Source: an optimization exercise on an open RTL-to-GDS flow (aim: small area, a short achievable clock period and few clock cycles per item). Production flows keep margins and buffers that such runs may drop. Only simulation tests tie the RTL to the original design; equivalence was not proved.

Setup of P:
## mult_iter
module mult_iter #(
  parameter int WIDTH = 32,
  parameter int DIGIT = 8
) (
  input  logic             clk,
  input  logic             rst_n,
  input  logic             valid_in,
  output logic             ready_out,
  input  logic             sign,
  input  logic [WIDTH-1:0] src_a,
  input  logic [WIDTH-1:0] src_b,
  input  logic             flush,
  output logic             valid_out,
  input  logic             ready_in,
  output logic [WIDTH-1:0] hi,
  output logic [WIDTH-1:0] lo
);
  logic adv_q;                  
  logic rdy_q;                  
  logic v1_q, v2_q;             
  logic vo_q, n2_q;             
  logic en1, acc, pop, inc;
  logic v1_d, v2_d, vo_d, n2_d;
  logic [16:0] e1_q, e2_q, en_q;
  logic [32:0] b1_q;
  logic [16:0] e1_d, e2_d, en_d;
  logic [34:0] xa;
  logic [146:0] m_q, m_d;
  logic [63:0] p_q;
  logic [63:0] fx, fy, prod;
  logic [63:0] px_q;
  logic pp1;
  logic pp2;
  logic pp3;
  logic pp4;
  logic pp5;
  logic pp6;
  logic pp7;
  logic pp8;
  logic pp9;
  logic pp10;
  logic pp11;
  logic pp12;
  logic pp13;
  logic pp14;
  logic pp15;
  logic pp16;
  logic pp17;
  logic pp18;
  logic pp19;
  logic pp20;
  logic pp21;
  logic pp22;
  logic pp23;
  logic pp24;
  logic pp25;
  logic pp26;
  logic pp27;
  logic pp28;
  logic pp29;
  logic pp30;
  logic pp31;
  logic pp32;
  logic pp33;
  logic pp34;
  logic pp35;
  logic pp36;
  logic pp37;
  logic pp38;
  logic pp39;
  logic pp40;
  logic pp41;
  logic pp42;
  logic pp43;
  logic pp44;
  logic pp45;
  logic pp46;
  logic pp47;
  logic pp48;
  logic pp49;
  logic pp50;
  logic pp51;
  logic pp52;
  logic pp53;
  logic pp54;
  logic pp55;
  logic pp56;
  logic pp57;
  logic pp58;
  logic pp59;
  logic pp60;
  logic pp61;
  logic pp62;
  logic pp63;
  logic pp64;
  logic pp65;
  logic pp66;
  logic pp67;
  logic pp68;
  logic pp69;
  logic pp70;
  logic pp71;
  logic pp72;
  logic pp73;
  logic pp74;
  logic pp75;
  logic pp76;
  logic pp77;
  logic pp78;
  logic pp79;
  logic pp80;
  logic pp81;
  logic pp82;
  logic pp83;
  logic pp84;
  logic pp85;
  logic pp86;
  logic pp87;
  logic pp88;
  logic pp89;
  ...
Size: roughly 3300 cells after synthesis, roughly 140 I/O pins, ~38000 um2 of cells after synthesis.
clock: 10.0 ns
lec_check: 0
cap_margin: 0
core_margin: 2
core_utilization: 60
slew_margin: 0
synth_hierarchical: 1
standard.sh (not shown) runs the stock make flow with config.mk's settings and CLKGATE_MAP_FILE= SYNTH_SCRIPT=/design/flow/synth_recipe.tcl, a recipe that flattens the netlist after the stock synthesis.
==> flow/flow/run.sh <==
#!/bin/bash
# The standard layout, with plain buffers (buf_1) as the port buffers instead
# of the default choice.
set -euo pipefail
bash standard.sh "BUFFER_PORTS_ARGS=-buffer_cell sky130_fd_sc_hd__buf_1" finish > standard_flow.log 2>&1
Testbench counts of P, summed over its fixed seeds: cycles 1,944, items 1,920.
What Q does differently from P at the input level:
# P
export LEC_CHECK = 0
export CAP_MARGIN = 0
export CORE_MARGIN = 2
export CORE_UTILIZATION = 60
export SLEW_MARGIN = 0
export SYNTH_HIERARCHICAL = 1
create_clock -name core_clock -period 10.0 [get_ports {clk}]
# Q
export LEC_CHECK = 0
export CAP_MARGIN = 20
export CORE_MARGIN = 2
export CORE_UTILIZATION = 60
export CTS_BUF_LIST = sky130_fd_sc_hd__clkbuf_4 sky130_fd_sc_hd__clkbuf_8
export SLEW_MARGIN = 20
export SYNTH_HIERARCHICAL = 1
create_clock -name core_clock -period 10.0 [get_ports {clk}]
### Flow results
- Q vs. P: clock period minus final worst setup slack went down by 0.025 ns.
- From Q to P, number of buffers and inverters on the critical path did not move at all.
- Comparing P with Q, the post-route cell area came out essentially unchanged.
- Any difference in global-route usage between Q and P is small enough to ignore.
[inputs] R vs Q
# Q
export LEC_CHECK = 0
export CAP_MARGIN = 20
export CORE_MARGIN = 2
export CORE_UTILIZATION = 60
export CTS_BUF_LIST = sky130_fd_sc_hd__clkbuf_4 sky130_fd_sc_hd__clkbuf_8
export SLEW_MARGIN = 20
export SYNTH_HIERARCHICAL = 1
create_clock -name core_clock -period 10.0 [get_ports {clk}]
# R
export LEC_CHECK = 0
export CAP_MARGIN = 20
export CORE_MARGIN = 2
export CORE_UTILIZATION = 60
export SLEW_MARGIN = 20
export SYNTH_HIERARCHICAL = 1
create_clock -name core_clock -period 10.0 [get_ports {clk}]
- [compare] base=Q new=R: cell count shrank by 48; minimum clock period after layout now larger.
- Design area: R vs Q, no meaningful difference

[port drivers added, routing unchanged]
No port has a modelled driver above. Below, the same layouts with a new extraction and two added sets of constraints. Step 1, drivers: a clkbuf_16 drives clk and a buf_2 each remaining input, both assumed. Step 2 times the ports against the registers' clock, not the clock port: input delays grow and output delays shrink by t, the midpoint of the rising clock arrivals with the driver on. Three values: no drivers, after step 1, after step 2; two values: the first two.
run	t, ns	setup WS [ns]	worst data-port slew with drivers (ns)	pins driven straight from the clock port
P	0.659	6.016 / 6.016 / 6.016	0.04	1
Q	0.728	6.042 / 6.042 / 6.042	0.04	1
R	0.659	6.016 / 6.016 / 6.016	0.04	1
After both steps every run listed still meets setup and hold.
